From an optimization exercise on the open Yosys and OpenROAD flow, aimed at small area; shortcuts taken in it are not production practice.
Where RTL was checked, it was by simulation tests only, not by an equivalence proof against the original.
No functional check of the RTL was part of run 3.

$ cat constraint.sdc
create_clock -name core_clock -period 10.0 [get_ports {clk}]
set_input_delay 2.0000 -clock core_clock [delete_from_list [all_inputs] [get_ports {clk}]]
set_output_delay 2.0000 -clock core_clock [all_outputs]
set_load 0.01 [all_outputs]
$ cat standard.sh
#!/bin/bash
# synth_recipe.tcl (not shown) runs the flow's synth.tcl, then flattens the netlist and writes it again
# the make line also repeats each setting of config.mk as NAME=value (left out here)
make -C /OpenROAD-flow-scripts/flow DESIGN_CONFIG=/design/flow/config.mk WORK_HOME=/design/flow/orfs CLKGATE_MAP_FILE= SYNTH_SCRIPT=/design/flow/synth_recipe.tcl "${@:-finish}"
$ cat flow/run.sh
#!/bin/bash
# Standard ORFS layout (the standard.sh, standard synthesis unchanged),
# except that the port buffers that global placement inserts use the
# smallest buffer cell instead of the resizer's default pick.
set -euo pipefail
export BUFFER_PORTS_ARGS="-buffer_cell sky130_fd_sc_hd__buf_1"
bash standard.sh > orfs_flow.log 2>&1
$ cat config.mk
export PLATFORM = sky130hd
export DESIGN_NAME = calc_entry_fsm
export DESIGN_NICKNAME = calc_entry_fsm
export VERILOG_FILES = /design/flow/design.v
export SDC_FILE = /design/flow/constraint.sdc
export NUM_CORES = 4
export LEC_CHECK = 0
export CAP_MARGIN = 20
export CORE_MARGIN = 2
export CORE_UTILIZATION = 40
export SLEW_MARGIN = 20
$ cat design.v
module calc_entry_fsm (
    input  logic        clk,
    input  logic        rst_n,
    input  logic [3:0]  key_val,
    input  logic        key_pressed,
    output logic [26:0] disp_mag,
    output logic        disp_neg,
    output logic        err,
    output logic        busy
);
    localparam logic [2:0] S_A = 3'd0, S_B = 3'd1, S_SHOW = 3'd2, S_ERR = 3'd3;
    localparam logic [1:0] OP_ADD = 2'd0, OP_SUB = 2'd1, OP_MUL = 2'd2, OP_DIV = 2'd3;
    localparam logic [26:0] MAX_MAG = 27'd99_999_999;
    localparam logic [4:0]  LFSR_START = 5'b00001, LFSR_END = 5'b10101;
    logic [2:0]  st, st_nx;
    logic        a_s, a_s_nx;        
    logic [26:0] a_m, a_m_nx;        
    logic [13:0] b, b_nx;
    logic        r_s, r_s_nx;        
    logic [26:0] r_m, r_m_nx;        
    logic [26:0] p, p_nx;            
    logic        ovf, ovf_nx;        
    logic [1:0]  op, op_nx;
    logic        bseen, bseen_nx;
    logic       is_digit, is_op, is_eq, is_clr;
    logic [1:0] key_op;
    always_comb begin
        is_digit = key_pressed && (key_val <= 4'd9);
        is_clr   = key_pressed && (key_val == 4'd11);
        is_eq    = key_pressed && (key_val == 4'd15);
        is_op    = key_pressed && (key_val == 4'd10 || key_val == 4'd12 ||
                                   key_val == 4'd13 || key_val == 4'd14);
        key_op   = {key_val[1], key_val[0] | ~key_val[2]};
    end
    logic [9:0]  dx;
    logic [13:0] dy;
    logic        a_small, b_small, b_nz, b_one;
    always_comb begin
        dx      = (st == S_B) ? b[9:0] : (st == S_A) ? a_m[9:0] : 10'd0;
        dy      = {dx, 3'b000} + {3'b000, dx, 1'b0} + {10'd0, key_val};
        a_small = (a_m[13:0] < 14'd1000);
        b_small = (b < 14'd1000);
        b_nz    = (b != 14'd0);
        b_one   = (b == 14'd1);
    end
    logic        dmode, divb, eff_sub, ge, invx, invy, cin, sel2m, sely, zero4;
    logic [26:0] pg;
    logic [30:0] r0, r1, r2, r3, r4, u2;
    logic        u2_ovf, p_big, dge;
    always_comb begin
        dmode   = (st == S_B) && is_digit;
        divb    = (st == S_B) && !is_digit && (op == OP_DIV);
        eff_sub = (op == OP_SUB) ^ a_s;
        ge      = (a_m >= {13'd0, b});
        invx    = (st == S_B) & ~dmode & ~divb & eff_sub & ~ge;
        invy    = st[2] ? ~a_m[15] : (eff_sub & ge);
        cin     = dmode ? 1'b0 : divb ? (a_m[26] & b_one) : (invx | invy);
        sel2m   = dmode ? key_val[1] : divb;
        sely    = ~dmode & ~divb;
        zero4   = dmode ? ~key_val[0] : divb;
        pg      = st[2] ? 27'd0 : p;
        r0      = {1'b0, pg, 3'b000};
        r1      = {3'b000, pg, cin};
        r2      = (dmode && key_val[3]) ? {1'b0, a_m, 3'b000} :
                  (dmode && key_val[2]) ? {2'b00, a_m, 2'b00} : 31'd0;
        r3      = sel2m ? {3'b000, a_m, 1'b0} :
                  sely  ? {{17{invx | invy}}, b ^ {14{invy}}} : 31'd0;
        r4      = zero4 ? 31'd0 : {4'b0000, a_m[26:14], a_m[13:0] ^ {14{invx}}};
        u2      = r0 + r1 + r2 + r3 + r4;
        u2_ovf  = (u2[30:27] != 4'd0);
        p_big   = (p > MAX_MAG);
        dge     = ~u2[15];
    end
    logic fin;
    always_comb begin
        st_nx    = st;
        a_s_nx   = a_s;
        a_m_nx   = a_m;
        b_nx     = b;
        r_s_nx   = r_s;
        r_m_nx   = r_m;
        p_nx     = '0;
        ovf_nx   = 1'b0;
        op_nx    = op;
        bseen_nx = bseen;
        fin      = 1'b0;
        if (is_clr) begin
            st_nx  = S_A;
            a_s_nx = 1'b0;
            a_m_nx = '0;
            r_s_nx = 1'b0;
            r_m_nx = '0;
        end else begin
            case (st)
                S_A: begin
                    if (is_digit) begin
                        if (a_small) a_m_nx = {13'd0, dy};
                    end else if (is_op) begin
                        op_nx    = key_op;
                        b_nx     = '0;
                        bseen_nx = 1'b0;
                        st_nx    = S_B;
                    end
                end
                S_B: begin
                    p_nx   = p;
                    ovf_nx = ovf;
                    if (is_digit) begin
                        bseen_nx = 1'b1;
                        if (b_small) begin
                            b_nx = dy;
                            if (op == OP_MUL) begin
                                p_nx   = u2[26:0];
                                ovf_nx = ovf | u2_ovf;
                            end
                        end
                    end else if ((is_op || is_eq) && bseen) begin
                        st_nx    = {1'b1, op == OP_DIV, is_op};
                        op_nx    = key_op;
                        case (op)
                            OP_ADD, OP_SUB: begin
                                p_nx   = u2[26:0];
                                ovf_nx = 1'b0;
                                a_s_nx = a_s ^ invx;
                            end
                            OP_DIV: begin
                                p_nx   = u2[26:0];
                                ovf_nx = 1'b0;
                                a_m_nx = {6'd0, LFSR_START, 14'd0, a_m[26] & ~b_one, a_m[25]};
                            end
                            default: ;
                        endcase
                    end else if (is_op) begin
                        op_nx = key_op;
                    end
                end
                default: begin   
                    ovf_nx = ovf;
                    fin    = 1'b1;
                    if (st[1]) begin
                        fin = 1'b0;
                        if (!b_nz) begin
                            st_nx = S_ERR;
                        end else if (a_m[20:16] == LFSR_END) begin
                            fin = 1'b1;
                        end else begin
                            p_nx    = {p[25:0], dge};
                            a_m_nx  = {6'd0, a_m[19:16], a_m[20] ^ a_m[18], u2[14:0], p[25]};
                        end
                    end
                    if (fin) begin
                        if (ovf || p_big) begin
                            st_nx  = S_ERR;
                            r_s_nx = 1'b0;
                            r_m_nx = '0;
                        end else begin
                            r_s_nx = a_s;
                            r_m_nx = p;
                            a_m_nx = p;
                            if (st[0]) begin
                                b_nx     = '0;
                                bseen_nx = 1'b0;
                                st_nx    = S_B;
                            end else begin
                                st_nx = S_SHOW;
                            end
                        end
                    end else if (!b_nz && st[1]) begin
                        r_s_nx = 1'b0;
                        r_m_nx = '0;
                    end
                end
                S_SHOW: begin
                    if (is_digit) begin
                        a_s_nx = 1'b0;
                        a_m_nx = {13'd0, dy};
                        st_nx  = S_A;
                    end else if (is_op) begin
                        op_nx    = key_op;
                        b_nx     = '0;
                        bseen_nx = 1'b0;
                        st_nx    = S_B;
                    end
                end
                S_ERR: ;
            endcase
        end
    end
    always_ff @(posedge clk or negedge rst_n) begin
        if (!rst_n) begin
            st  <= S_A;
            a_s <= 1'b0;
            a_m <= '0;
            r_s <= 1'b0;
            r_m <= '0;
        end else begin
            st  <= st_nx;
            a_s <= a_s_nx;
            a_m <= a_m_nx;
            r_s <= r_s_nx;
            r_m <= r_m_nx;
        end
    end
    always_ff @(posedge clk) begin
        b     <= b_nx;
        p     <= p_nx;
        ovf   <= ovf_nx;
        op    <= op_nx;
        bseen <= bseen_nx;
    end
    logic        d_s;
    always_comb begin
        if (st == S_A || (st == S_B && !b_nz)) begin
            d_s      = a_s;
            disp_mag = a_m;
        end else if (st == S_B) begin
            d_s      = 1'b0;
            disp_mag = {13'd0, b};
        end else begin
            d_s      = r_s;
            disp_mag = r_m;
        end
        disp_neg = d_s & (disp_mag != 27'd0);
        err      = (st == S_ERR);
        busy     = st[2];
    end
endmodule
==> flow_summary.html, run 1 <==
<table>
<tr><th>Metric</th><th>Value</th></tr>
<tr><th colspan="2">Clocking</th></tr>
<tr><td>Number of H-tree levels</td><td>3</td></tr>
<tr><td>TritonCTS buffer count</td><td>9</td></tr>
<tr><td>Master cell of the clock root buffer</td><td>sky130_fd_sc_hd__clkbuf_16</td></tr>
<tr><td>Clock transition at the registers of the reported paths</td><td>90 ps</td></tr>
<tr><td>Number of hold buffers added after cts</td><td>0</td></tr>
<tr><td>Number of buffers on the longest clock path</td><td>2</td></tr>
<tr><td>Clock tree from TritonCTS</td><td>yes</td></tr>
<tr><td>Clock net sink count</td><td>104</td></tr>
<tr><td>Number of instances resized during post-cts repair</td><td>0</td></tr>
<tr><td>Post-CTS Setup Repair Bufs</td><td>0</td></tr>
<tr><td>Source-to-sink clock delay at the later pin of the worst-skew pair</td><td>380 ps</td></tr>
<tr><th colspan="2">STA</th></tr>
<tr><td>Total setup violations reported at the end of the flow</td><td>0</td></tr>
<tr><td>Post-route setup TNS</td><td>0 ps</td></tr>
<tr><td>Headroom to the max-slew limit</td><td>about a third</td></tr>
<tr><td>Final worst-path setup slack</td><td>2470 ps</td></tr>
<tr><td>Number of max-slew violations in the final report</td><td>0</td></tr>
<tr><td>Setup repair after global routing missed its margin</td><td>false</td></tr>
<tr><td>Worst Skew</td><td>15.0 ps</td></tr>
<tr><td>Worst hold slack</td><td>510 ps</td></tr>
<tr><td>Fin. Hold Viols</td><td>0</td></tr>
<tr><td>Minimum period implied by the final worst setup slack</td><td>7530 ps</td></tr>
<tr><td>Maximum achievable frequency</td><td>0.133 GHz</td></tr>
<tr><td>Period Utilization, post-route</td><td>roughly three quarters</td></tr>
<tr><td>Actual slew at the worst max-slew pin</td><td>995 ps</td></tr>
<tr><th colspan="2">Finish</th></tr>
<tr><td>Final design utilization</td><td>43.1%</td></tr>
<tr><td>Synth-to-Final Area Change</td><td>6.63%</td></tr>
<tr><td>Share of final-layout standard cells stronger than drive strength 1</td><td>~6.8%</td></tr>
<tr><td>Post-layout nets</td><td>1408</td></tr>
<tr><td>Diode insertion count for antenna repair</td><td>0</td></tr>
<tr><th colspan="2">Setup path</th></tr>
<tr><td>Stage delay of the slowest cell on the critical path</td><td>510 ps</td></tr>
<tr><td>Data required time of the worst path</td><td>approximately 10000 ps</td></tr>
<tr><td>Type of the worst setup path</td><td>primary input to flip-flop</td></tr>
<tr><td>Maximum fanout encountered on the critical timing path</td><td>27</td></tr>
<tr><td>CP Data Arrival Time</td><td>approximately 7800 ps</td></tr>
<tr><td>CP endpoint kind</td><td>flip-flop</td></tr>
<tr><td>Nature of the critical path startpoint</td><td>primary input</td></tr>
<tr><td>Highest-delay cell along the critical path</td><td>sky130_fd_sc_hd__fa_1</td></tr>
<tr><td>Cells traversed along the worst timing path</td><td>buf_1 &gt; o21ai_0 &gt; nand2_1 &gt; and2_1 &gt; a21oi_1 &gt; nor2_2 &gt; buf_4 &gt; a22oi_1 &gt; fa_1 &gt; fa_1 &gt; fa_1 &gt; inv_1 &gt; ha_1 &gt; inv_1 &gt; fa_1 &gt; nand2b_1 &gt; a21oi_1 &gt; o211a_1 &gt; o2111ai_1 &gt; a21oi_1 &gt; or4_1 &gt; a2111oi_0 &gt; a31oi_1</td></tr>
<tr><td>Cell mode on critical path</td><td>sky130_fd_sc_hd__fa_1</td></tr>
<tr><th colspan="2">Synthesis</th></tr>
<tr><td>Area fraction of the dominant cell type after synthesis</td><td>14.8%</td></tr>
<tr><td>Cell count after synthesis</td><td>1267</td></tr>
<tr><td>Distinct cell type count of the synthesized netlist</td><td>87</td></tr>
<tr><td>Synthesized area</td><td>11200 um2</td></tr>
<tr><td>Share of async-settable or async-resettable flops after synthesis</td><td>between 50 and 60%</td></tr>
<tr><td>Average cell area after synthesis</td><td>8.84 um2</td></tr>
<tr><td>Syn_nets</td><td>around 1400</td></tr>
<tr><td>Dominant cell type by area after synthesis</td><td>sky130_fd_sc_hd__fa_1</td></tr>
<tr><td>Cell types with the largest area share after synthesis</td><td>sky130_fd_sc_hd__fa_1 (15%), sky130_fd_sc_hd__dfrtp_1 (13%), sky130_fd_sc_hd__ha_1 (7.5%)</td></tr>
<tr><td>Syn. warnings</td><td>1</td></tr>
<tr><td>Number of register bits inferred by synthesis</td><td>around 100</td></tr>
<tr><td>Number of flops mapped to enable cells by yosys</td><td>17</td></tr>
<tr><td>Post-synthesis sequential area ratio</td><td>22.7%</td></tr>
<tr><td>Primary flip-flop cell chosen by synthesis mapping</td><td>sky130_fd_sc_hd__dfrtp_1</td></tr>
<tr><th colspan="2">Floorplan</th></tr>
<tr><td>Starting density of the core</td><td>~40%</td></tr>
<tr><td>Std-Cell Core Area</td><td>27700 um2</td></tr>
<tr><td>Top-level I/O count</td><td>37</td></tr>
<tr><td>Floorplan die area</td><td>29400 um2</td></tr>
<tr><td>FP Rows</td><td>61</td></tr>
<tr><td>Die Width</td><td>around 170 um</td></tr>
<tr><td>Floorplan die height</td><td>171 um</td></tr>
<tr><th colspan="2">Route</th></tr>
<tr><td>Mean number of vias per cell</td><td>6.26</td></tr>
<tr><td>First-pass iteration count of the detailed router</td><td>6</td></tr>
<tr><td>Number of vias in the routed layout</td><td>~10000</td></tr>
<tr><td>Count of unresolved DRC violations after routing</td><td>0</td></tr>
<tr><td>DRT Wirelength</td><td>38300 um</td></tr>
<tr><td>DRC violation total after the first TritonRoute iteration</td><td>957</td></tr>
<tr><td>Antenna-violating nets left</td><td>0</td></tr>
<tr><td>Per-cell routed wire length</td><td>23.4 um</td></tr>
<tr><th colspan="2">Global route</th></tr>
<tr><td>Most heavily used metal layer in global routing</td><td>met2</td></tr>
<tr><td>Maximum number of pins on one net before global-route repair</td><td>60</td></tr>
<tr><td>Met2 track demand over resource in global routing</td><td>42.5%</td></tr>
<tr><td>Global-route track usage on met3</td><td>4.69%</td></tr>
<tr><td>Aggregate global-route resource usage</td><td>26.8%</td></tr>
<tr><td>Met1 GRT Util</td><td>36.5%</td></tr>
<tr><td>GRT overflow</td><td>0</td></tr>
<tr><td>Wire length of the first global-routing pass</td><td>slightly below 60000 um</td></tr>
<tr><td>Number of global-route vias before repair</td><td>9909</td></tr>
<tr><td>Number of antenna violations at the first check in global routing</td><td>0</td></tr>
<tr><th colspan="2">Run status</th></tr>
<tr><td>Outcome</td><td>timing/DRC/antenna clean</td></tr>
<tr><th colspan="2">Place</th></tr>
<tr><td>RD Place Congestion</td><td>~0.91</td></tr>
<tr><td>Pre-CTS worst setup slack</td><td>2170 ps</td></tr>
<tr><td>Post-detail-place hpwl</td><td>28100 um</td></tr>
<tr><td>Count of input and output buffers</td><td>36</td></tr>
<tr><th colspan="2">Hold path</th></tr>
<tr><td>Class of the tightest hold or removal check</td><td>flip-flop to flip-flop</td></tr>
<tr><th colspan="2">Flow run</th></tr>
<tr><td>Max cap viols</td><td>0</td></tr>
</table>
-- critical path, delay by kind of cell --
| family | cells | cell delay [ps] |
|---|---|---|
| fa+ha+maj | 5 | 1880 |
| simple gates | 5 | 1190 |
| buf+inv | 4 | 540 |
| compound gates | 9 | 2140 |
-- state kept, by name (all words and copies together) (netlist names) --
name / cells
st: 3
b: 14
a_s: 1
r_s: 1
r_m: 27
p: 27
ovf: 1
op: 2
a_m: 27
bseen: 1
-- cell usage in the layout, fill, tap and decap left out, drive strengths merged, types with 19 or more instances in the layout --
cell type  synthesis  final
and2              27     27
inv               67     71
nand2            114    114
a22o              76     76
a221oi            20     20
nor3              39     39
dfxtp             28     28
nor2b             22     22
xor2              19     19
xnor2             39     39
dfrtp             59     59
fa                83     83
ha                67     67
o21ai             73     73
mux2i             26     26
buf               23     59
a21oi             63     63
nor2             104    104
-- cells in the mapped netlist, types with 11 or more instances --
master,number
sky130_fd_sc_hd__dfrtp_1,59
sky130_fd_sc_hd__nor3_1,38
sky130_fd_sc_hd__o211ai_1,11
sky130_fd_sc_hd__mux2i_1,26
sky130_fd_sc_hd__xor2_1,19
sky130_fd_sc_hd__a211oi_1,18
sky130_fd_sc_hd__and2_1,26
sky130_fd_sc_hd__nor2_1,101
sky130_fd_sc_hd__a22oi_1,17
sky130_fd_sc_hd__clkbuf_1,63
sky130_fd_sc_hd__dfxtp_1,28
sky130_fd_sc_hd__a21o_1,15
sky130_fd_sc_hd__inv_1,67
sky130_fd_sc_hd__a22o_1,76
sky130_fd_sc_hd__nand4_1,12
sky130_fd_sc_hd__ha_1,67
sky130_fd_sc_hd__a31oi_1,15
sky130_fd_sc_hd__nor2b_1,22
sky130_fd_sc_hd__mux2_2,16
sky130_fd_sc_hd__o21ai_0,70
sky130_fd_sc_hd__nand2_1,114
sky130_fd_sc_hd__a221oi_1,20
sky130_fd_sc_hd__nand3_1,11
sky130_fd_sc_hd__a21oi_1,63
sky130_fd_sc_hd__fa_1,83
sky130_fd_sc_hd__xnor2_1,39
sky130_fd_sc_hd__edfxtp_1,17
-- layer usage --
layer / wire, um / up-vias
li1: - / 4575
met1: 16400 / 5073
met2: 17400 / 482
met3: 3080 / 93
met4: 1440 / 0
met5: 0 / -
-- metrics by stage --
stage | instances | cell area [um2]
2_1_floorplan | 1267 | 11200
3_3_place_gp | 1618 | 11600
3_5_place_dp | 1618 | 11600
4_1_cts | 1634 | 11900
5_1_grt | 1634 | 11900
6_report | 1634 | 11900
-- cell families after synthesis --
| group | after synthesis | synth area share, % |
|---|---|---|
| xor gates and xnor gates | 58 | 4.54 |
| adders and majority gates | 150 | 22.3 |
| AOI/OAI and AO/OA | 375 | 23.9 |
| and+or+nand+nor | 382 | 16.9 |
| buffers and inverters | 156 | 5.75 |
| muxes | 42 | 3.93 |
| DFF | 104 | 22.7 |
-- area by class of cell --
cell class	instances	area (um2)
Clock inverter	7	73.8
Fill cell	2759	15800
Sequential cell	104	2550
Tap cell	378	473
Timing Repair Buffer	60	317
Clock buffer	9	225
Multi-Input combinational cell	1007	8050
Inverter	69	259
-- final timing paths --
kind	cells after the start	slack, ps	startpoint	endpoint
min in group asynchronous	2	1800	rst_n	a_m[24]
max in group asynchronous	2	7640	rst_n	r_m[9]
hold / removal	1	510	r_m[0]	r_m[0]
setup reg to reg	24	2670	st[2]	ovf
setup / recovery	23	2470	key_val[2]	ovf
hold reg to reg	1	510	r_m[0]	r_m[0]
==> run 2: changes to the inputs <==
==> run.sh (new file) <==
#!/bin/bash
# synth_recipe.tcl (not shown) runs the flow's synth.tcl, then flattens the netlist and writes it again
# the make line also repeats each setting of config.mk as NAME=value (left out here)
make -C /OpenROAD-flow-scripts/flow DESIGN_CONFIG=/design/flow/config.mk WORK_HOME=/design/flow/orfs CLKGATE_MAP_FILE= SYNTH_SCRIPT=/design/flow/synth_recipe.tcl finish
removed: flow/run.sh
removed: standard.sh
==> run 2 against run 1 <==
Against the previous run: non-clock buffer count is 3 lower; fmax is 4.0% lower; final area increased by 1.7%; global-route usage fell by 0.080 points; hold slack lost 4.9 ps; synthesized cell count is the same; register-to-register slack worse by 140 ps; via count fell by 0.75%; area after synthesis unchanged.
==> flow_summary.html, run 2 <==
<table>
<tr><th>Metric</th><th>Value</th></tr>
<tr><th colspan="2">Setup path</th></tr>
<tr><td>CP endpoint kind</td><td>flip-flop</td></tr>
<tr><td>Type of the worst setup path</td><td>primary input to flip-flop</td></tr>
<tr><td>Nature of the critical path startpoint</td><td>primary input</td></tr>
<tr><td>CP Data Arrival Time</td><td>8100 ps</td></tr>
<tr><td>Data required time of the worst path</td><td>10260 ps</td></tr>
<tr><td>Maximum fanout encountered on the critical timing path</td><td>20</td></tr>
<tr><th colspan="2">STA</th></tr>
<tr><td>Total setup violations reported at the end of the flow</td><td>0</td></tr>
<tr><td>Post-route setup TNS</td><td>0 ps</td></tr>
<tr><td>Setup repair after global routing missed its margin</td><td>false</td></tr>
<tr><td>Period Utilization, post-route</td><td>between 70 and 80%</td></tr>
<tr><td>Final worst-path setup slack</td><td>approximately 2200 ps</td></tr>
<tr><td>Worst hold slack</td><td>505 ps</td></tr>
<tr><td>Headroom to the max-slew limit</td><td>25.5%</td></tr>
<tr><td>Maximum achievable frequency</td><td>approximately 0.13 GHz</td></tr>
<tr><td>Actual slew at the worst max-slew pin</td><td>1120 ps</td></tr>
<tr><td>Fin. Hold Viols</td><td>0</td></tr>
<tr><td>Number of max-slew violations in the final report</td><td>0</td></tr>
<tr><td>Worst Skew</td><td>slightly above 20 ps</td></tr>
<tr><td>Minimum period implied by the final worst setup slack</td><td>7840 ps</td></tr>
<tr><th colspan="2">Floorplan</th></tr>
<tr><td>Die Width</td><td>approximately 170 um</td></tr>
<tr><td>FP Rows</td><td>61</td></tr>
<tr><td>Floorplan die height</td><td>171 um</td></tr>
<tr><td>Floorplan die area</td><td>29400 um2</td></tr>
<tr><td>Top-level I/O count</td><td>37</td></tr>
<tr><td>Std-Cell Core Area</td><td>27700 um2</td></tr>
<tr><td>Starting density of the core</td><td>40.4%</td></tr>
<tr><th colspan="2">Clocking</th></tr>
<tr><td>Clock tree from TritonCTS</td><td>yes</td></tr>
<tr><td>Number of buffers on the longest clock path</td><td>2</td></tr>
<tr><td>Source-to-sink clock delay at the later pin of the worst-skew pair</td><td>380 ps</td></tr>
<tr><td>Post-CTS Setup Repair Bufs</td><td>0</td></tr>
<tr><td>Clock transition at the registers of the reported paths</td><td>90 ps</td></tr>
<tr><td>Number of H-tree levels</td><td>3</td></tr>
<tr><td>TritonCTS buffer count</td><td>9</td></tr>
<tr><td>Number of hold buffers added after cts</td><td>0</td></tr>
<tr><td>Number of instances resized during post-cts repair</td><td>0</td></tr>
<tr><td>Master cell of the clock root buffer</td><td>sky130_fd_sc_hd__clkbuf_16</td></tr>
<tr><td>Clock net sink count</td><td>104</td></tr>
<tr><th colspan="2">Synthesis</th></tr>
<tr><td>Number of flops mapped to enable cells by yosys</td><td>17</td></tr>
<tr><td>Syn. warnings</td><td>1</td></tr>
<tr><td>Synthesized area</td><td>11200 um2</td></tr>
<tr><td>Cell count after synthesis</td><td>1267</td></tr>
<tr><td>Post-synthesis sequential area ratio</td><td>22.7%</td></tr>
<tr><td>Average cell area after synthesis</td><td>8.84 um2</td></tr>
<tr><td>Dominant cell type by area after synthesis</td><td>sky130_fd_sc_hd__fa_1</td></tr>
<tr><td>Number of register bits inferred by synthesis</td><td>104</td></tr>
<tr><td>Syn_nets</td><td>1424</td></tr>
<tr><td>Most frequently used cell type in the post-synthesis netlist</td><td>sky130_fd_sc_hd__nand2_1</td></tr>
<tr><td>Share of async-settable or async-resettable flops after synthesis</td><td>56.7%</td></tr>
<tr><td>Distinct cell type count of the synthesized netlist</td><td>87</td></tr>
<tr><td>Cell types with the highest counts after synthesis</td><td>sky130_fd_sc_hd__nand2_1 (114), sky130_fd_sc_hd__nor2_1 (101), sky130_fd_sc_hd__fa_1 (83), sky130_fd_sc_hd__a22o_1 (76), sky130_fd_sc_hd__o21ai_0 (70)</td></tr>
<tr><td>Primary flip-flop cell chosen by synthesis mapping</td><td>sky130_fd_sc_hd__dfrtp_1</td></tr>
<tr><td>Area fraction of the dominant cell type after synthesis</td><td>14.8%</td></tr>
<tr><td>Cell types with the largest area share after synthesis</td><td>sky130_fd_sc_hd__fa_1 (15%), sky130_fd_sc_hd__dfrtp_1 (13%), sky130_fd_sc_hd__ha_1 (7.5%)</td></tr>
<tr><th colspan="2">Route</th></tr>
<tr><td>DRT Wirelength</td><td>38100 um</td></tr>
<tr><td>Number of vias in the routed layout</td><td>a little over 10000</td></tr>
<tr><td>Antenna-violating nets left</td><td>0</td></tr>
<tr><td>DRC violation total after the first TritonRoute iteration</td><td>947</td></tr>
<tr><td>Per-cell routed wire length</td><td>23.4 um</td></tr>
<tr><td>Count of unresolved DRC violations after routing</td><td>0</td></tr>
<tr><td>Mean number of vias per cell</td><td>6.22</td></tr>
<tr><td>First-pass iteration count of the detailed router</td><td>5</td></tr>
<tr><th colspan="2">Global route</th></tr>
<tr><td>Number of global-route vias before repair</td><td>between 9000 and 10000</td></tr>
<tr><td>Number of antenna violations at the first check in global routing</td><td>1</td></tr>
<tr><td>Maximum number of pins on one net before global-route repair</td><td>60</td></tr>
<tr><td>Aggregate global-route resource usage</td><td>a little over a quarter</td></tr>
<tr><td>Wire length of the first global-routing pass</td><td>59600 um</td></tr>
<tr><td>GRT overflow</td><td>0</td></tr>
<tr><th colspan="2">Finish</th></tr>
<tr><td>Post-layout nets</td><td>1405</td></tr>
<tr><td>Number of non-filler instances in the completed layout</td><td>approximately 1600</td></tr>
<tr><td>Most used cells in the layout excluding fill and tap cells</td><td>sky130_fd_sc_hd__nand2_1 (114), sky130_fd_sc_hd__nor2_1 (99), sky130_fd_sc_hd__fa_1 (83)</td></tr>
<tr><td>Most common library cell in the layout ignoring fill and taps</td><td>sky130_fd_sc_hd__nand2_1</td></tr>
<tr><td>Sequential cell area</td><td>2550 um2</td></tr>
<tr><td>Biggest registers after layout</td><td>a_m x27, p x27, r_m x27</td></tr>
<tr><td>Number of filler instances in the final layout</td><td>2712</td></tr>
<tr><td>Final design utilization</td><td>43.8%</td></tr>
<tr><td>Share of final-layout standard cells stronger than drive strength 1</td><td>6.62%</td></tr>
<tr><td>Area of combinational cells with multiple inputs</td><td>approximately 8100 um2</td></tr>
<tr><td>Synth-to-Final Area Change</td><td>8.41%</td></tr>
<tr><td>Final std cell area, no fill</td><td>12100 um2</td></tr>
<tr><th colspan="2">Run status</th></tr>
<tr><td>Outcome</td><td>timing/DRC/antenna clean</td></tr>
<tr><th colspan="2">Place</th></tr>
<tr><td>Placed cell area</td><td>11800 um2</td></tr>
<tr><td>Placed Instances</td><td>1614</td></tr>
<tr><td>Post-detail-place hpwl</td><td>about 28000 um</td></tr>
<tr><td>RD Place Congestion</td><td>roughly 0.93</td></tr>
<tr><td>Count of input and output buffers</td><td>36</td></tr>
<tr><td>Pre-CTS worst setup slack</td><td>~1800 ps</td></tr>
<tr><th colspan="2">Hold path</th></tr>
<tr><td>Class of the tightest hold or removal check</td><td>flip-flop to flip-flop</td></tr>
<tr><th colspan="2">Flow run</th></tr>
<tr><td>Max cap viols</td><td>0</td></tr>
</table>
run 2: cell counts after synthesis:
Identical to the previous run, type by type.
run 2: worst max-delay path: stages:
cell	delay [ps]
sky130_fd_sc_hd__clkdlybuf4s50_1	550
sky130_fd_sc_hd__o21ai_0	250
sky130_fd_sc_hd__nand2_1	250
sky130_fd_sc_hd__nor3_2	630
sky130_fd_sc_hd__buf_4	360
sky130_fd_sc_hd__a22o_1	180
sky130_fd_sc_hd__fa_1	440
sky130_fd_sc_hd__fa_1	510
sky130_fd_sc_hd__fa_1	480
sky130_fd_sc_hd__ha_1	370
sky130_fd_sc_hd__a21oi_1	290
sky130_fd_sc_hd__or3_1	170
sky130_fd_sc_hd__nand3_1	130
sky130_fd_sc_hd__o2111ai_1	310
sky130_fd_sc_hd__a21oi_1	130
sky130_fd_sc_hd__or4_1	470
sky130_fd_sc_hd__a2111oi_0	430
sky130_fd_sc_hd__a31oi_1	130
run 2: cells by family (layout without fill, tap and decap cells):
family	count (synthesis)	in the layout	synth area share, %
muxes	42	42	3.93
adders and majority gates	150	150	22.3
other	0	1	0
buffers and inverters	156	142	5.75
AOI/OAI and AO/OA	375	375	23.9
xor gates and xnor gates	58	58	4.54
and+or+nand+nor	382	382	16.9
DFF	104	104	22.7
run 2: area by class of cell:
type,instances,area share [%]
diodes,1,0.0206
clock buffers,10,1.89
clock inverters,6,0.495
inverters,69,2.13
multi-input cells,1007,66.3
flip-flops and latches,104,21.0
well taps,378,3.90
repair buffers,57,4.29
run 2: final timing paths:
| kind | startpoint | endpoint | slack [ps] | depth (start not counted) |
|---|---|---|---|---|
| setup / recovery | key_val[1] | ovf | 2160 | 18 |
| hold / removal | r_m[12] | r_m[12] | 500 | 1 |
| setup reg to reg | st[1] | ovf | 2530 | 23 |
| hold reg to reg | r_m[12] | r_m[12] | 500 | 1 |
| max in group asynchronous | rst_n | r_m[3] | 7610 | 2 |
| min in group asynchronous | rst_n | a_m[24] | 1800 | 2 |
run 2: routing by layer:
metal	routed length (um)	part of all wire (%)	up-vias	GRT usage (%)
met3	3460	9.1	92	5.73
met2	17500	46	511	43.5
met5	0	0	-	0
li1	-	-	4564	-
met4	1560	4.1	0	10.8
met1	15600	41	4979	34.5
==> run 3: changes to the inputs <==
--- a/design.v
+++ b/design.v
@@ -47,4 +47,4 @@
     logic [26:0] pg;
-    logic [30:0] r0, r1, r2, r3, r4, u2;
-    logic        u2_ovf, p_big, dge;
+    logic [27:0] r0, r1, r2, r3, r4, u2;
+    logic        u2_ovf, p_big, p_7, m_ovf, dge;
     always_comb begin
@@ -61,11 +61,14 @@
         pg      = st[2] ? 27'd0 : p;
-        r0      = {1'b0, pg, 3'b000};
-        r1      = {3'b000, pg, cin};
-        r2      = (dmode && key_val[3]) ? {1'b0, a_m, 3'b000} :
-                  (dmode && key_val[2]) ? {2'b00, a_m, 2'b00} : 31'd0;
-        r3      = sel2m ? {3'b000, a_m, 1'b0} :
-                  sely  ? {{17{invx | invy}}, b ^ {14{invy}}} : 31'd0;
-        r4      = zero4 ? 31'd0 : {4'b0000, a_m[26:14], a_m[13:0] ^ {14{invx}}};
+        r0      = {pg[24:0], 3'b000};
+        r1      = {pg, cin};
+        r2      = (dmode && key_val[3]) ? {a_m[24:0], 3'b000} :
+                  (dmode && key_val[2]) ? {a_m[25:0], 2'b00} : 28'd0;
+        r3      = sel2m ? {a_m, 1'b0} :
+                  sely  ? {{14{invx | invy}}, b ^ {14{invy}}} : 28'd0;
+        r4      = zero4 ? 28'd0 : {1'b0, a_m[26:14], a_m[13:0] ^ {14{invx}}};
         u2      = r0 + r1 + r2 + r3 + r4;
-        u2_ovf  = (u2[30:27] != 4'd0);
+        p_7     = (p >= 27'd10_000_000);
+        m_ovf   = ((a_m[26:24] != 3'd0) && (key_val[3] || (key_val[2] && key_val[1]))) ||
+                  ((a_m[26:25] != 2'd0) && (key_val[3] || key_val[2] || (key_val[1] && key_val[0])));
+        u2_ovf  = u2[27] | p_7 | m_ovf;
         p_big   = (p > MAX_MAG);
==> flow/run.sh (new file) <==
#!/bin/bash
# Standard ORFS layout (the standard.sh, standard synthesis unchanged),
# except that the port buffers that global placement inserts use the
# smallest buffer cell instead of the resizer's default pick.
set -euo pipefail
export BUFFER_PORTS_ARGS="-buffer_cell sky130_fd_sc_hd__buf_1"
bash standard.sh > orfs_flow.log 2>&1
==> standard.sh (new file) <==
#!/bin/bash
# synth_recipe.tcl (not shown) runs the flow's synth.tcl, then flattens the netlist and writes it again
# the make line also repeats each setting of config.mk as NAME=value (left out here)
make -C /OpenROAD-flow-scripts/flow DESIGN_CONFIG=/design/flow/config.mk WORK_HOME=/design/flow/orfs CLKGATE_MAP_FILE= SYNTH_SCRIPT=/design/flow/synth_recipe.tcl "${@:-finish}"
--- a/config.mk
+++ b/config.mk
@@ -7,5 +7,5 @@
 export LEC_CHECK = 0
-export CAP_MARGIN = 20
+export CAP_MARGIN = 0
 export CORE_MARGIN = 2
 export CORE_UTILIZATION = 40
-export SLEW_MARGIN = 20
+export SLEW_MARGIN = 0
removed: run.sh
==> run 3 against run 2 <==
Against the previous run: synthesized cell count shrank 2.3%; sequential cell count is the same; final area shrank 6.4%; critical path type unchanged; final cell count shrank 4.8%.
==> flow_summary.html, run 3 <==
<table>
<tr><th>Metric</th><th>Value</th></tr>
<tr><th colspan="2">Hold path</th></tr>
<tr><td>Destination of the worst hold path</td><td>r_m[1]</td></tr>
<tr><td>Worst hold path depth</td><td>1</td></tr>
<tr><td>Startpoint of the tightest hold check path</td><td>r_m[1]</td></tr>
<tr><td>Class of the tightest hold or removal check</td><td>flip-flop to flip-flop</td></tr>
<tr><th colspan="2">Setup path</th></tr>
<tr><td>Data required time of the worst path</td><td>10270 ps</td></tr>
<tr><td>Nature of the critical path startpoint</td><td>primary input</td></tr>
<tr><td>Highest-delay cell along the critical path</td><td>sky130_fd_sc_hd__and3_1</td></tr>
<tr><td>Stage delay of the slowest cell on the critical path</td><td>around 860 ps</td></tr>
<tr><td>Startpoint of the most critical register-to-register path</td><td>a_m[8]</td></tr>
<tr><td>Family with the most delay on the worst path</td><td>compound AO/OA/AOI/OAI gates</td></tr>
<tr><td>Reg-to-reg slack, setup</td><td>2330 ps</td></tr>
<tr><td>CP endpoint kind</td><td>flip-flop</td></tr>
<tr><td>Count of buffering cells on the critical path with inverters included</td><td>4</td></tr>
<tr><td>Type of the worst setup path</td><td>primary input to flip-flop</td></tr>
<tr><td>Worst-case reg-to-reg path depth</td><td>24</td></tr>
<tr><td>Reg-to-reg critical path endpoint</td><td>ovf</td></tr>
<tr><td>Cells traversed along the worst timing path</td><td>buf_1 &gt; o21ai_0 &gt; and2_1 &gt; nor3_1 &gt; and3_1 &gt; inv_1 &gt; a21oi_2 &gt; a41oi_1 &gt; fa_1 &gt; inv_1 &gt; ha_1 &gt; ha_1 &gt; ha_1 &gt; inv_1 &gt; fa_1 &gt; nand2b_1 &gt; a21oi_1 &gt; o41ai_2 &gt; o21a_1 &gt; nor3_1 &gt; a21oi_1 &gt; a21oi_1 &gt; xnor2_1 &gt; a31o_1</td></tr>
<tr><td>Maximum fanout encountered on the critical timing path</td><td>18</td></tr>
<tr><td>CP Data Arrival Time</td><td>8220 ps</td></tr>
<tr><th colspan="2">Finish</th></tr>
<tr><td>Biggest registers after layout</td><td>a_m x27, p x27, r_m x27</td></tr>
<tr><td>Share of final-layout standard cells stronger than drive strength 1</td><td>5.58%</td></tr>
<tr><td>Most common library cell in the layout ignoring fill and taps</td><td>sky130_fd_sc_hd__nor2_1</td></tr>
<tr><td>Final std cell area, no fill</td><td>11400 um2</td></tr>
<tr><td>Most used cells in the layout excluding fill and tap cells</td><td>sky130_fd_sc_hd__nor2_1 (134), sky130_fd_sc_hd__nand2_1 (117), sky130_fd_sc_hd__fa_1 (79)</td></tr>
<tr><td>Final design utilization</td><td>roughly 44%</td></tr>
<tr><td>Synth-to-Final Area Change</td><td>6.23%</td></tr>
<tr><td>Diode insertion count for antenna repair</td><td>0</td></tr>
<tr><td>Post-layout nets</td><td>1359</td></tr>
<tr><th colspan="2">Place</th></tr>
<tr><td>Count of input and output buffers</td><td>36</td></tr>
<tr><td>Post-detail-place hpwl</td><td>26600 um</td></tr>
<tr><td>Placed cell area</td><td>11100 um2</td></tr>
<tr><td>RD Place Congestion</td><td>0.948</td></tr>
<tr><th colspan="2">STA</th></tr>
<tr><td>Worst Skew</td><td>~16 ps</td></tr>
<tr><td>Number of max-slew violations in the final report</td><td>0</td></tr>
<tr><td>Fin. Hold Viols</td><td>0</td></tr>
<tr><td>Headroom to the max-slew limit</td><td>~18%</td></tr>
<tr><td>Post-route setup TNS</td><td>0 ps</td></tr>
<tr><td>Total setup violations reported at the end of the flow</td><td>0</td></tr>
<tr><td>Actual slew at the worst max-slew pin</td><td>1220 ps</td></tr>
<tr><td>Period Utilization, post-route</td><td>~80%</td></tr>
<tr><td>Maximum achievable frequency</td><td>0.126 GHz</td></tr>
<tr><td>Setup repair after global routing missed its margin</td><td>false</td></tr>
<tr><td>Minimum period implied by the final worst setup slack</td><td>7950 ps</td></tr>
<tr><th colspan="2">Global route</th></tr>
<tr><td>Number of global-route vias before repair</td><td>9528</td></tr>
<tr><td>Wire length of the first global-routing pass</td><td>approximately 57000 um</td></tr>
<tr><td>Number of antenna violations at the first check in global routing</td><td>0</td></tr>
<tr><td>Aggregate global-route resource usage</td><td>26.3%</td></tr>
<tr><td>Maximum number of pins on one net before global-route repair</td><td>60</td></tr>
<tr><td>GRT overflow</td><td>0</td></tr>
<tr><th colspan="2">Synthesis</th></tr>
<tr><td>Post-synthesis sequential area ratio</td><td>between 20% and 30%</td></tr>
<tr><td>Area share of xor/xnor cells in the synthesized design</td><td>5.07%</td></tr>
<tr><td>Cell count after synthesis</td><td>between 1000 and 1500</td></tr>
<tr><td>Cell types with the largest area share after synthesis</td><td>sky130_fd_sc_hd__fa_1 (15%), sky130_fd_sc_hd__dfrtp_1 (14%), sky130_fd_sc_hd__ha_1 (6.9%)</td></tr>
<tr><td>Area fraction in and, or, nand and nor cells after synthesis</td><td>17.4%</td></tr>
<tr><td>Syn_nets</td><td>1383</td></tr>
<tr><td>Synth Area in Compound Gates</td><td>23.2%</td></tr>
<tr><td>Most frequently used cell type in the post-synthesis netlist</td><td>sky130_fd_sc_hd__nor2_1</td></tr>
<tr><td>Adder-Cell Fraction of Synth Area</td><td>21.7%</td></tr>
<tr><td>Syn. warnings</td><td>1</td></tr>
<tr><td>Dominant cell type by area after synthesis</td><td>sky130_fd_sc_hd__fa_1</td></tr>
<tr><td>Multiplexer share of the synthesized area</td><td>3.19%</td></tr>
<tr><td>Synthesized area</td><td>around 11000 um2</td></tr>
<tr><td>Average cell area after synthesis</td><td>slightly below 9 um2</td></tr>
<tr><td>Share of async-settable or async-resettable flops after synthesis</td><td>a little under three fifths</td></tr>
<tr><td>Area fraction of the dominant cell type after synthesis</td><td>between 10% and 20%</td></tr>
<tr><td>Primary flip-flop cell chosen by synthesis mapping</td><td>sky130_fd_sc_hd__dfrtp_1</td></tr>
<tr><td>Number of flops mapped to enable cells by yosys</td><td>17</td></tr>
<tr><td>Main combinational cell family by area after synthesis</td><td>compound AO/OA/AOI/OAI gates</td></tr>
<tr><td>Cell types with the highest counts after synthesis</td><td>sky130_fd_sc_hd__nor2_1 (136), sky130_fd_sc_hd__nand2_1 (118), sky130_fd_sc_hd__fa_1 (79), sky130_fd_sc_hd__clkbuf_1 (71), sky130_fd_sc_hd__o21ai_0 (71)</td></tr>
<tr><td>Number of register bits inferred by synthesis</td><td>104</td></tr>
<tr><td>Distinct cell type count of the synthesized netlist</td><td>73</td></tr>
<tr><th colspan="2">Run status</th></tr>
<tr><td>Outcome</td><td>timing/DRC/antenna clean</td></tr>
<tr><th colspan="2">Floorplan</th></tr>
<tr><td>Std-Cell Core Area</td><td>about 26000 um2</td></tr>
<tr><td>Floorplan die area</td><td>between 20000 and 30000 um2</td></tr>
<tr><td>Die Width</td><td>around 170 um</td></tr>
<tr><td>FP Rows</td><td>59</td></tr>
<tr><td>Top-level I/O count</td><td>37</td></tr>
<tr><td>Floorplan die height</td><td>roughly 170 um</td></tr>
<tr><td>Starting density of the core</td><td>41.0%</td></tr>
<tr><th colspan="2">Route</th></tr>
<tr><td>Antenna-violating nets left</td><td>0</td></tr>
<tr><td>DRC violation total after the first TritonRoute iteration</td><td>983</td></tr>
<tr><td>Number of vias in the routed layout</td><td>9718</td></tr>
<tr><td>Mean number of vias per cell</td><td>6.25</td></tr>
<tr><td>Per-cell routed wire length</td><td>23.5 um</td></tr>
<tr><td>First-pass iteration count of the detailed router</td><td>6</td></tr>
<tr><td>DRT Wirelength</td><td>36500 um</td></tr>
<tr><td>Count of unresolved DRC violations after routing</td><td>0</td></tr>
<tr><th colspan="2">Clocking</th></tr>
<tr><td>Source-to-sink clock delay at the later pin of the worst-skew pair</td><td>380 ps</td></tr>
<tr><td>Master cell of the clock root buffer</td><td>sky130_fd_sc_hd__clkbuf_16</td></tr>
<tr><td>Clock transition at the registers of the reported paths</td><td>roughly 90 ps</td></tr>
<tr><td>Number of hold buffers added after cts</td><td>0</td></tr>
<tr><td>Clock tree from TritonCTS</td><td>yes</td></tr>
<tr><td>TritonCTS buffer count</td><td>9</td></tr>
<tr><td>Number of H-tree levels</td><td>3</td></tr>
<tr><td>Post-CTS Setup Repair Bufs</td><td>0</td></tr>
<tr><td>Number of instances resized during post-cts repair</td><td>0</td></tr>
<tr><td>Number of buffers on the longest clock path</td><td>2</td></tr>
<tr><td>Clock net sink count</td><td>104</td></tr>
<tr><th colspan="2">Flow run</th></tr>
<tr><td>Max cap viols</td><td>0</td></tr>
</table>
run 3: cell count changes after synthesis, sizes merged, moves of 8 or more:
cell	previous run	this run
xnor2	39	51
o211ai	12	3
and2	27	16
ha	67	59
nor2	104	136
a22o	76	67
xor2	19	11
inv	67	54
run 3: kinds of logic (layout without fill, tap and decap cells):
kind of cell    after synthesis  after routing
compound gates              353            353
xor+xnor                     62             62
fa+ha+maj                   138            138
buf+inv                     147            128
flops                       104            104
mux                          33             33
simple gates                401            401
run 3: metrics by stage:
| stage | setup slack (ps) | std cells | hold slack, ps |
|---|---|---|---|
| global placement | 1880 | 1538 | 488 |
| detailed placement | 1720 | 1538 | 492 |
| floorplan | 2980 | 1238 | 473 |
| CTS | 2110 | 1554 | 515 |
| global route | 1540 | 1554 | 527 |
| finish | 2050 | 1554 | 510 |
run 3: worst max path at each step:
| stage | startpoint | to | slack (ps) | depth (start not counted) |
|---|---|---|---|---|
| floorplan | key_val[2] | ovf | 2980 | 22 |
| global placement | key_val[2] | ovf | 1880 | 23 |
| detailed placement | key_val[2] | ovf | 1720 | 24 |
| CTS | key_val[2] | ovf | 2110 | 24 |
| global route | key_val[2] | ovf | 1540 | 24 |
| finish | key_val[2] | ovf | 2050 | 24 |
run 3: final cells by class:
| class | count | area, um2 |
|---|---|---|
| fillers | 2663 | 14800 |
| multi-input cells | 987 | 7590 |
| flip-flops and latches | 104 | 2550 |
| well taps | 335 | 419 |
| repair buffers | 57 | 294 |
| clock buffers | 9 | 225 |
| inverters | 55 | 206 |
| clock inverters | 7 | 88.8 |
run 3: routing by layer:
metal	global-route usage, %	wire [um]	vias up	share of wire [%]
met5	0	0	-	0
met4	12.1	1690	0	4.6
met3	4.85	3120	108	8.5
met2	40.8	16200	499	44
met1	35.6	15500	4740	42
li1	-	-	4371	-
==> run 4: changes to the inputs <==
--- a/design.v
+++ b/design.v
@@ -15,2 +15,3 @@
     logic [2:0]  st, st_nx;
+    logic        init;               
     logic        a_s, a_s_nx;        
@@ -190,2 +191,7 @@
         end
+        if (!init) begin
+            a_s_nx = 1'b0;
+            r_s_nx = 1'b0;
+            r_m_nx = '0;
+        end
     end
@@ -193,13 +199,9 @@
         if (!rst_n) begin
-            st  <= S_A;
-            a_s <= 1'b0;
-            a_m <= '0;
-            r_s <= 1'b0;
-            r_m <= '0;
+            st   <= S_A;
+            a_m  <= '0;
+            init <= 1'b0;
         end else begin
-            st  <= st_nx;
-            a_s <= a_s_nx;
-            a_m <= a_m_nx;
-            r_s <= r_s_nx;
-            r_m <= r_m_nx;
+            st   <= st_nx;
+            a_m  <= a_m_nx;
+            init <= 1'b1;
         end
@@ -207,2 +209,5 @@
     always_ff @(posedge clk) begin
+        a_s   <= a_s_nx;
+        r_s   <= r_s_nx;
+        r_m   <= r_m_nx;
         b     <= b_nx;
--- a/config.mk
+++ b/config.mk
@@ -10,2 +10,3 @@
 export CORE_UTILIZATION = 40
+export CTS_BUF_LIST = sky130_fd_sc_hd__clkbuf_8 sky130_fd_sc_hd__clkbuf_16
 export SLEW_MARGIN = 0
==> run 4 against run 3 <==
Against the previous run: largest cell class unchanged; global-route usage down 0.21 points; fmax up 7.5%.
==> flow_summary.html, run 4 <==
<table>
<tr><th>Metric</th><th>Value</th></tr>
<tr><th colspan="2">Place</th></tr>
<tr><td>Pre-CTS worst setup slack</td><td>about 2300 ps</td></tr>
<tr><td>Count of input and output buffers</td><td>36</td></tr>
<tr><td>Placed Instances</td><td>about 1600</td></tr>
<tr><td>RD Place Congestion</td><td>0.949</td></tr>
<tr><td>Post-detail-place hpwl</td><td>26900 um</td></tr>
<tr><th colspan="2">Synthesis</th></tr>
<tr><td>Number of flops mapped to enable cells by yosys</td><td>17</td></tr>
<tr><td>Multiplexer share of the synthesized area</td><td>~1.7%</td></tr>
<tr><td>Syn. warnings</td><td>1</td></tr>
<tr><td>Synth Area in Compound Gates</td><td>24.0%</td></tr>
<tr><td>Synthesized area</td><td>10700 um2</td></tr>
<tr><td>Cell count after synthesis</td><td>1263</td></tr>
<tr><td>Adder-Cell Fraction of Synth Area</td><td>21.8%</td></tr>
<tr><td>Average cell area after synthesis</td><td>8.44 um2</td></tr>
<tr><td>Number of register bits inferred by synthesis</td><td>between 100 and 150</td></tr>
<tr><td>Cell types with the largest area share after synthesis</td><td>sky130_fd_sc_hd__fa_1 (15%), sky130_fd_sc_hd__dfxtp_1 (11%), sky130_fd_sc_hd__dfrtp_1 (7.3%)</td></tr>
<tr><td>Cell types with the highest counts after synthesis</td><td>sky130_fd_sc_hd__nor2_1 (115), sky130_fd_sc_hd__nand2_1 (114), sky130_fd_sc_hd__a21oi_1 (103), sky130_fd_sc_hd__fa_1 (79), sky130_fd_sc_hd__o21ai_0 (74)</td></tr>
<tr><td>Post-synthesis sequential area ratio</td><td>22.8%</td></tr>
<tr><td>Syn_nets</td><td>1408</td></tr>
<tr><td>Primary flip-flop cell chosen by synthesis mapping</td><td>sky130_fd_sc_hd__dfxtp_1</td></tr>
<tr><td>Main combinational cell family by area after synthesis</td><td>compound AO/OA/AOI/OAI gates</td></tr>
<tr><td>Area fraction in and, or, nand and nor cells after synthesis</td><td>18.6%</td></tr>
<tr><td>Distinct cell type count of the synthesized netlist</td><td>81</td></tr>
<tr><td>Area share of xor/xnor cells in the synthesized design</td><td>between 5 and 6%</td></tr>
<tr><td>Most frequently used cell type in the post-synthesis netlist</td><td>sky130_fd_sc_hd__nor2_1</td></tr>
<tr><td>Share of async-settable or async-resettable flops after synthesis</td><td>approximately 30%</td></tr>
<tr><td>Area fraction of the dominant cell type after synthesis</td><td>approximately 15%</td></tr>
<tr><td>Dominant cell type by area after synthesis</td><td>sky130_fd_sc_hd__fa_1</td></tr>
<tr><th colspan="2">Hold path</th></tr>
<tr><td>Class of the tightest hold or removal check</td><td>flip-flop to flip-flop</td></tr>
<tr><td>Worst hold path depth</td><td>2</td></tr>
<tr><td>Destination of the worst hold path</td><td>r_m[20]</td></tr>
<tr><td>Startpoint of the tightest hold check path</td><td>r_m[20]</td></tr>
<tr><th colspan="2">STA</th></tr>
<tr><td>Post-route setup TNS</td><td>0 ps</td></tr>
<tr><td>Fin. Hold Viols</td><td>0</td></tr>
<tr><td>Setup repair after global routing missed its margin</td><td>false</td></tr>
<tr><td>Actual slew at the worst max-slew pin</td><td>1280 ps</td></tr>
<tr><td>Maximum achievable frequency</td><td>0.135 GHz</td></tr>
<tr><td>Total setup violations reported at the end of the flow</td><td>0</td></tr>
<tr><td>Final worst-path setup slack</td><td>2610 ps</td></tr>
<tr><td>Worst Skew</td><td>19.7 ps</td></tr>
<tr><td>Number of max-slew violations in the final report</td><td>0</td></tr>
<tr><td>Headroom to the max-slew limit</td><td>14.7%</td></tr>
<tr><td>Period Utilization, post-route</td><td>between 70% and 80%</td></tr>
<tr><td>Minimum period implied by the final worst setup slack</td><td>7390 ps</td></tr>
<tr><th colspan="2">Setup path</th></tr>
<tr><td>Highest-delay cell along the critical path</td><td>sky130_fd_sc_hd__fa_1</td></tr>
<tr><td>CP endpoint kind</td><td>flip-flop</td></tr>
<tr><td>Family with the most delay on the worst path</td><td>adder cells</td></tr>
<tr><td>Count of buffering cells on the critical path with inverters included</td><td>4</td></tr>
<tr><td>Type of the worst setup path</td><td>primary input to flip-flop</td></tr>
<tr><td>Data required time of the worst path</td><td>just over 10000 ps</td></tr>
<tr><td>Worst-case reg-to-reg path depth</td><td>25</td></tr>
<tr><td>Nature of the critical path startpoint</td><td>primary input</td></tr>
<tr><td>Critical Path Source</td><td>key_val[2]</td></tr>
<tr><td>CP Data Arrival Time</td><td>7690 ps</td></tr>
<tr><td>Startpoint of the most critical register-to-register path</td><td>b[13]</td></tr>
<tr><td>Maximum fanout encountered on the critical timing path</td><td>27</td></tr>
<tr><td>Reg-to-reg slack, setup</td><td>2850 ps</td></tr>
<tr><td>Path length in cells of the critical path</td><td>23</td></tr>
<tr><td>Cell mode on critical path</td><td>sky130_fd_sc_hd__fa_1</td></tr>
<tr><td>Reg-to-reg critical path endpoint</td><td>p[25]</td></tr>
<tr><td>Stage delay of the slowest cell on the critical path</td><td>between 400 and 500 ps</td></tr>
<tr><td>Cells traversed along the worst timing path</td><td>buf_1 &gt; o21ai_0 &gt; nand2_1 &gt; nand2_1 &gt; a21oi_2 &gt; buf_4 &gt; a22oi_1 &gt; fa_1 &gt; fa_1 &gt; fa_1 &gt; inv_1 &gt; ha_1 &gt; inv_1 &gt; fa_1 &gt; nor2b_1 &gt; o2111ai_1 &gt; a21oi_1 &gt; o31ai_1 &gt; a2111oi_0 &gt; nor2_1 &gt; o21ai_1 &gt; xnor2_1 &gt; a211oi_1</td></tr>
<tr><th colspan="2">Flow run</th></tr>
<tr><td>Max cap viols</td><td>0</td></tr>
<tr><th colspan="2">Clocking</th></tr>
<tr><td>Number of instances resized during post-cts repair</td><td>0</td></tr>
<tr><td>Clock tree from TritonCTS</td><td>yes</td></tr>
<tr><td>Number of hold buffers added after cts</td><td>0</td></tr>
<tr><td>Clock transition at the registers of the reported paths</td><td>90 ps</td></tr>
<tr><td>TritonCTS buffer count</td><td>9</td></tr>
<tr><td>Number of H-tree levels</td><td>3</td></tr>
<tr><td>Number of buffers on the longest clock path</td><td>2</td></tr>
<tr><td>Source-to-sink clock delay at the later pin of the worst-skew pair</td><td>380 ps</td></tr>
<tr><td>Post-CTS Setup Repair Bufs</td><td>0</td></tr>
<tr><td>Clock net sink count</td><td>105</td></tr>
<tr><td>Master cell of the clock root buffer</td><td>sky130_fd_sc_hd__clkbuf_16</td></tr>
<tr><th colspan="2">Global route</th></tr>
<tr><td>Met1 GRT Util</td><td>36.5%</td></tr>
<tr><td>Aggregate global-route resource usage</td><td>26.1%</td></tr>
<tr><td>Most heavily used metal layer in global routing</td><td>met2</td></tr>
<tr><td>GRT overflow</td><td>0</td></tr>
<tr><td>Met2 track demand over resource in global routing</td><td>between 30% and 40%</td></tr>
<tr><td>Wire length of the first global-routing pass</td><td>56500 um</td></tr>
<tr><td>Number of antenna violations at the first check in global routing</td><td>0</td></tr>
<tr><td>Maximum number of pins on one net before global-route repair</td><td>49</td></tr>
<tr><td>Number of global-route vias before repair</td><td>9479</td></tr>
<tr><td>Global-route track usage on met3</td><td>5.91%</td></tr>
<tr><th colspan="2">Run status</th></tr>
<tr><td>Outcome</td><td>timing/DRC/antenna clean</td></tr>
<tr><th colspan="2">Route</th></tr>
<tr><td>Count of unresolved DRC violations after routing</td><td>0</td></tr>
<tr><td>Number of vias in the routed layout</td><td>9815</td></tr>
<tr><td>Antenna-violating nets left</td><td>0</td></tr>
<tr><td>First-pass iteration count of the detailed router</td><td>5</td></tr>
<tr><td>Mean number of vias per cell</td><td>6.23</td></tr>
<tr><td>DRT Wirelength</td><td>36300 um</td></tr>
<tr><td>DRC violation total after the first TritonRoute iteration</td><td>1190</td></tr>
<tr><td>Per-cell routed wire length</td><td>23.0 um</td></tr>
<tr><th colspan="2">Finish</th></tr>
<tr><td>Number of non-filler instances in the completed layout</td><td>1576</td></tr>
<tr><td>Final design utilization</td><td>43.1%</td></tr>
<tr><td>Share of final-layout standard cells stronger than drive strength 1</td><td>5.16%</td></tr>
<tr><td>Most used cells in the layout excluding fill and tap cells</td><td>sky130_fd_sc_hd__nor2_1 (115), sky130_fd_sc_hd__nand2_1 (114), sky130_fd_sc_hd__a21oi_1 (103)</td></tr>
<tr><td>Diode insertion count for antenna repair</td><td>0</td></tr>
<tr><td>Post-layout nets</td><td>roughly 1400</td></tr>
<tr><td>Biggest registers after layout</td><td>a_m x27, p x27, r_m x27</td></tr>
<tr><td>Synth-to-Final Area Change</td><td>5.63%</td></tr>
<tr><td>Number of filler instances in the final layout</td><td>2661</td></tr>
<tr><td>Most common library cell in the layout ignoring fill and taps</td><td>sky130_fd_sc_hd__nor2_1</td></tr>
<tr><th colspan="2">Floorplan</th></tr>
<tr><td>Starting density of the core</td><td>40.8%</td></tr>
<tr><td>Std-Cell Core Area</td><td>26100 um2</td></tr>
<tr><td>Top-level I/O count</td><td>37</td></tr>
<tr><td>Floorplan die height</td><td>167 um</td></tr>
<tr><td>FP Rows</td><td>59</td></tr>
<tr><td>Floorplan die area</td><td>28000 um2</td></tr>
<tr><td>Die Width</td><td>167 um</td></tr>
</table>
## run 4: cell count changes after synthesis, moves of 8 or more
cell,previous run,this run
sky130_fd_sc_hd__mux2i_1,24,16
sky130_fd_sc_hd__and2_1,16,24
sky130_fd_sc_hd__a22o_1,67,54
sky130_fd_sc_hd__dfrtp_1,59,31
sky130_fd_sc_hd__clkbuf_1,71,55
sky130_fd_sc_hd__nor2_1,136,115
sky130_fd_sc_hd__buf_2,8,27
sky130_fd_sc_hd__nand3_1,11,38
sky130_fd_sc_hd__dfxtp_1,28,57
sky130_fd_sc_hd__a21oi_1,63,103
sky130_fd_sc_hd__a31oi_1,21,4
## run 4: worst register-to-register path, stage by stage (launching register included)
cell and delay [ps]:
sky130_fd_sc_hd__edfxtp_1 510, sky130_fd_sc_hd__inv_1 110, sky130_fd_sc_hd__ha_1 220, sky130_fd_sc_hd__nor4_1 240
sky130_fd_sc_hd__o311ai_0 290, sky130_fd_sc_hd__a311oi_2 320, sky130_fd_sc_hd__a311oi_1 230, sky130_fd_sc_hd__nor2_2 720
sky130_fd_sc_hd__xnor2_1 190, sky130_fd_sc_hd__a22oi_1 240, sky130_fd_sc_hd__fa_1 480, sky130_fd_sc_hd__fa_1 460
sky130_fd_sc_hd__fa_1 470, sky130_fd_sc_hd__inv_1 70, sky130_fd_sc_hd__ha_1 210, sky130_fd_sc_hd__inv_1 70
sky130_fd_sc_hd__fa_1 410, sky130_fd_sc_hd__nor2b_1 150, sky130_fd_sc_hd__o2111ai_1 160, sky130_fd_sc_hd__a21oi_1 250
sky130_fd_sc_hd__o31ai_1 180, sky130_fd_sc_hd__a2111oi_0 480, sky130_fd_sc_hd__nor2_1 190, sky130_fd_sc_hd__o21ai_1 190
sky130_fd_sc_hd__xnor2_1 80, sky130_fd_sc_hd__a211oi_1 180
## run 4: cells by family (layout without fill, tap and decap cells)
logic type,after synthesis,in the layout
xor+xnor,62,62
flops,105,105
compound gates,376,376
buf+inv,152,130
fa+ha+maj,138,138
mux,18,18
simple gates,411,411
other cells,1,1
## run 4: layout make-up
cell class / instances / area (um2) / share of cell area [%]
clock buffer: 9 / 225 / 2.00
clock inverter: 7 / 60.1 / 0.533
inverter: 58 / 218 / 1.93
multi-input combinational: 1006 / 7630 / 67.7
sequential: 105 / 2430 / 21.6
tap: 335 / 419 / 3.72
timing repair buffer: 56 / 287 / 2.54
## run 4: metal layers
layer	up-vias	wire length [um]
met3	85	3880
met4	0	1160
met2	551	15500
met5	-	0
li1	4452	-
met1	4727	15700
## run 4: per-stage QoR
step / instance area, um2 / hold slack, ps
after floorplan: 10700 / 432
after global placement: 11000 / 439
after detailed placement: 11000 / 449
after CTS: 11300 / 460
after global routing: 11300 / 479
final: 11300 / 462
## run 4: how the worst max path moves through the flow
stage | slack [ps] | to
6_report | 2610 | p[25]
5_1_grt | 2160 | p[25]
4_1_cts | 2660 | p[25]
3_5_place_dp | 2270 | p[25]
3_3_place_gp | 2440 | p[25]
2_1_floorplan | 2870 | p[25]

-- what the ideal ports hide --
The flow's constraints put no driver on any port. The routed layouts listed below were extracted and timed again, unchanged, in two steps. Step 1 (the two cells are an assumption about what drives the block):
set clk [get_ports {clk}]
set_driving_cell -lib_cell sky130_fd_sc_hd__clkbuf_16 $clk
set_driving_cell -lib_cell sky130_fd_sc_hd__buf_2 [delete_from_list [all_inputs] $clk]
Step 2, shift: input delay + t, output delay - t, t = (earliest + latest rising clock arrival at the registers) / 2. This alone moves slack from input paths to output paths. Slacks: no drivers / after step 1 / after step 2; pairs: no drivers / after step 1.
| run | t, ns | setup slack, ns | latest minus earliest clock arrival (ns) | worst register clock-pin slew, ns |
|---|---|---|---|---|
| run 1 | 0.419 | 2.472 / 2.500 / 2.080 | 0.015 / 0.015 | 0.09 / 0.09 |
| run 2 | 0.419 | 2.157 / 2.186 / 1.767 | 0.020 / 0.021 | 0.09 / 0.09 |
| run 3 | 0.416 | 2.050 / 2.074 / 1.658 | 0.016 / 0.016 | 0.09 / 0.09 |
| run 4 | 0.413 | 2.607 / 2.625 / 2.212 | 0.020 / 0.020 | 0.09 / 0.09 |
After both steps every run listed still meets setup and hold. For run 4, which loses most, drivers alone change the setup slack by +0.018 ns; drivers and shift together by -0.395 ns.
